This design comes from an exercise in tuning for small area on the open sky130 flow, not from production work.
Power is estimated from default activity; no workload was simulated.

P:
==> flow/design.v (excerpt) <==
module mas_prog_loader #(
  parameter int unsigned       DATA_W   = 16,
  parameter int unsigned       ADDR_W   = 8,
  parameter logic [3:0]        END_OP   = 4'hF,
  parameter logic [DATA_W-1:0] NOP_WORD = '0
) (
  input  logic              clk,
  input  logic              rstz,
  input  logic              pg,
  input  logic              pg_valid,
  input  logic [DATA_W-1:0] pg_instr,
  output logic              pg_ready,
  input  logic              fetch_en,
  input  logic [ADDR_W-1:0] fetch_addr,
  output logic [DATA_W-1:0] fetch_instr,
  output logic              fetch_valid,
  output logic [ADDR_W:0]   prog_len,
  output logic              prog_done,
  output logic              prog_err
);
For scale: ~7600 cells after synthesis, roughly 4100 flip-flops.
Settings: LEC_CHECK=0, CAP_MARGIN=20, CORE_MARGIN=2, CORE_UTILIZATION=55, CTS_BUF_LIST=sky130_fd_sc_hd__clkbuf_16, CTS_CLUSTER_DIAMETER=80, CTS_CLUSTER_SIZE=30, PLACE_DENSITY=0.65, SLEW_MARGIN=20, SYNTH_HIERARCHICAL=1; clock period 7.0 ns.
run.sh (not shown) runs the stock make flow with config.mk's settings and CLKGATE_MAP_FILE= SYNTH_SCRIPT=/design/flow/synth_recipe.tcl, a recipe that flattens the netlist after the stock synthesis.
Changes in Q relative to P:
# P
export LEC_CHECK = 0
export CAP_MARGIN = 20
export CORE_MARGIN = 2
export CORE_UTILIZATION = 55
export CTS_BUF_LIST = sky130_fd_sc_hd__clkbuf_16
export CTS_CLUSTER_DIAMETER = 80
export CTS_CLUSTER_SIZE = 30
export PLACE_DENSITY = 0.65
export SLEW_MARGIN = 20
export SYNTH_HIERARCHICAL = 1
create_clock -name core_clock -period 7.0 [get_ports {clk}]
# Q
export LEC_CHECK = 0
export CAP_MARGIN = 20
export CORE_MARGIN = 2
export CORE_UTILIZATION = 35
export CTS_BUF_LIST = sky130_fd_sc_hd__clkbuf_16
export CTS_CLUSTER_DIAMETER = 80
export CTS_CLUSTER_SIZE = 30
export PLACE_DENSITY = 0.45
export SLEW_MARGIN = 20
export SYNTH_HIERARCHICAL = 1
create_clock -name core_clock -period 7.0 [get_ports {clk}]
Results
- Q finished every stage and its layout cleared the timing, design-rule and antenna checks.
- The wire length of the first global-routing pass reported for Q is greater than that of P by 11%.
- Relative to P, non-clock buffer count has gone up in Q.
- On clock share of power: between P and Q, it ends up lower for P.
- Q supports a higher top clock frequency than P.
- Going from P to Q, the cell count was found to have gone up by 2031.
- From P to Q the numbers moved as follows: sequential share of layout area now smaller; combinational cell fraction of total power now sits at about the same level; first-pass iteration count of the detailed router now smaller; number of placed cells counting well taps moved up.
- Number of antenna violations at the first check in global routing, P and Q: lower on P
### Q -> R
# Q
export LEC_CHECK = 0
export CAP_MARGIN = 20
export CORE_MARGIN = 2
export CORE_UTILIZATION = 35
export CTS_BUF_LIST = sky130_fd_sc_hd__clkbuf_16
export CTS_CLUSTER_DIAMETER = 80
export CTS_CLUSTER_SIZE = 30
export PLACE_DENSITY = 0.45
export SLEW_MARGIN = 20
export SYNTH_HIERARCHICAL = 1
create_clock -name core_clock -period 7.0 [get_ports {clk}]
# R
export LEC_CHECK = 0
export CAP_MARGIN = 20
export CORE_MARGIN = 2
export CORE_UTILIZATION = 70
export CTS_BUF_LIST = sky130_fd_sc_hd__clkbuf_16
export CTS_CLUSTER_DIAMETER = 80
export CTS_CLUSTER_SIZE = 30
export GPL_TIMING_DRIVEN = 0
export PLACE_DENSITY = 0.8
export SLEW_MARGIN = 20
export SYNTH_HIERARCHICAL = 1
create_clock -name core_clock -period 7.0 [get_ports {clk}]
Findings:
- R completed end to end; final checks failed (setup timing).
- The final area of R is lower than that of Q.
- Taking Q as the reference point, the critical path buffer and inverter count of R rises by 2.
- The higher via count of Q and R is in R.
- Layout cell share with drive strength beyond 1: R vs Q down 3.9 points
- R does worse than Q on first-iteration DRC count.
- Taking Q as the reference, in R global routing usage on met1 went up, setup violation total in the final timing report went up.
Inputs modified between R and S:
# R
export LEC_CHECK = 0
export CAP_MARGIN = 20
export CORE_MARGIN = 2
export CORE_UTILIZATION = 70
export CTS_BUF_LIST = sky130_fd_sc_hd__clkbuf_16
export CTS_CLUSTER_DIAMETER = 80
export CTS_CLUSTER_SIZE = 30
export GPL_TIMING_DRIVEN = 0
export PLACE_DENSITY = 0.8
export SLEW_MARGIN = 20
export SYNTH_HIERARCHICAL = 1
create_clock -name core_clock -period 7.0 [get_ports {clk}]
# S
export LEC_CHECK = 0
export CAP_MARGIN = 20
export CORE_MARGIN = 2
export CORE_UTILIZATION = 35
export CTS_BUF_LIST = sky130_fd_sc_hd__clkbuf_16
export CTS_CLUSTER_DIAMETER = 80
export CTS_CLUSTER_SIZE = 30
export GPL_TIMING_DRIVEN = 0
export PLACE_DENSITY = 0.45
export SLEW_MARGIN = 20
export SYNTH_HIERARCHICAL = 1
create_clock -name core_clock -period 7.0 [get_ports {clk}]
### Flow results
- No stage failed in S, and the final checks on the layout all came back clean.
- Compare R and S | final cycle utilization of the critical path lower: S
- [compare] base=R new=S: met2 usage went down 21 points; maximum count of clock buffers along a single path went up 1; length of routed met3 wiring went down about 40%; post-CTS setup buffer count held; clock-buffer cell count went up 20.
- S ended up with a lower critical path depth than R did.
- Diff R..S | part of the total power dissipated in combinational logic | negligible
- Between S and R, the number of signal-net inverters in the final layout does not differ in any meaningful way.
- Of the two values seen for worst setup path startpoint, fetch_addr[2] was produced by S and fetch_addr[6] by R.
- Diff R -> S: total power after layout increased by 5.9% relative to the old numbers, clock latency of the later-clocked register in the worst-skew pair now sits higher.
#### Input delta (T over S)
# S
export LEC_CHECK = 0
export CAP_MARGIN = 20
export CORE_MARGIN = 2
export CORE_UTILIZATION = 35
export CTS_BUF_LIST = sky130_fd_sc_hd__clkbuf_16
export CTS_CLUSTER_DIAMETER = 80
export CTS_CLUSTER_SIZE = 30
export GPL_TIMING_DRIVEN = 0
export PLACE_DENSITY = 0.45
export SLEW_MARGIN = 20
export SYNTH_HIERARCHICAL = 1
create_clock -name core_clock -period 7.0 [get_ports {clk}]
# T
export LEC_CHECK = 0
export CAP_MARGIN = 20
export CORE_MARGIN = 2
export CORE_UTILIZATION = 55
export CTS_BUF_LIST = sky130_fd_sc_hd__clkbuf_16
export CTS_CLUSTER_DIAMETER = 80
export CTS_CLUSTER_SIZE = 30
export PLACE_DENSITY = 0.65
export SLEW_MARGIN = 20
export SYNTH_HIERARCHICAL = 1
create_clock -name core_clock -period 7.0 [get_ports {clk}]
==> flow/flow/run.sh (new file) <==
#!/bin/bash
# Standard layout, with clock tree synthesis told not to add dummy loads.
set -e
export CTS_ARGS="-sink_clustering_enable -repair_clock_nets -dont_use_dummy_load -buf_list sky130_fd_sc_hd__clkbuf_16 -sink_clustering_size 30 -sink_clustering_max_diameter 80"
bash standard.sh > standard.log 2>&1
==> flow/standard.sh (new file) <==
#!/bin/bash
# synth_recipe.tcl (not shown) runs the flow's synth.tcl, then flattens the netlist and writes it again
# the make line also repeats each setting of config.mk as NAME=value (left out here)
make -C /OpenROAD-flow-scripts/flow DESIGN_CONFIG=/design/flow/config.mk WORK_HOME=/design/flow/orfs CLKGATE_MAP_FILE= SYNTH_SCRIPT=/design/flow/synth_recipe.tcl "${@:-finish}"
removed: flow/run.sh
Results
Compared to S, T has number of global-route vias before repair 934 higher.
Changes observed in T relative to S: post-route worst setup slack saw an increase, share of final-layout standard cells stronger than drive strength 1 increased by 0.72 points relative to the old numbers, power went down 4.8%, cell count -1876.
No run of this note included a check of the RTL's function; only the layout flow was run.

-- what the ideal ports hide --
No port has a modelled driver above. Below, the same layouts with a new extraction and two added sets of constraints. Step 1 sets driving cells, clkbuf_16 on the clock port and buf_2 on the other inputs (assumed; they add their load-dependent delay and slew). Step 2 adds t to the input delays and takes it off the output delays; t is the mean of the earliest and latest rising clock arrival at the registers after step 1. Input paths then give back, and output paths get back, about the clock's delay inside the block. Slacks: ideal ports / drivers / drivers and shift; pairs: ideal ports / drivers.
| run | t, ns | setup slack, ns | worst register clock-pin slew, ns |
|---|---|---|---|
| P | 0.988 | 0.646 / 0.716 / -0.272 | 0.12 / 0.12 |
| Q | 1.044 | 0.944 / 1.026 / -0.018 | 0.12 / 0.12 |
| R | 0.954 | -0.194 / -0.129 / -1.082 | 0.12 / 0.12 |
| S | 1.032 | 0.624 / 0.708 / -0.324 | 0.12 / 0.12 |
| T | 0.973 | 0.670 / 0.738 / -0.234 | 0.12 / 0.12 |
Met with ideal ports but missed after step 2: setup timing in P, Q, S and T. For Q, which loses most, drivers alone change the setup slack by +0.082 ns; drivers and shift together by -0.962 ns.
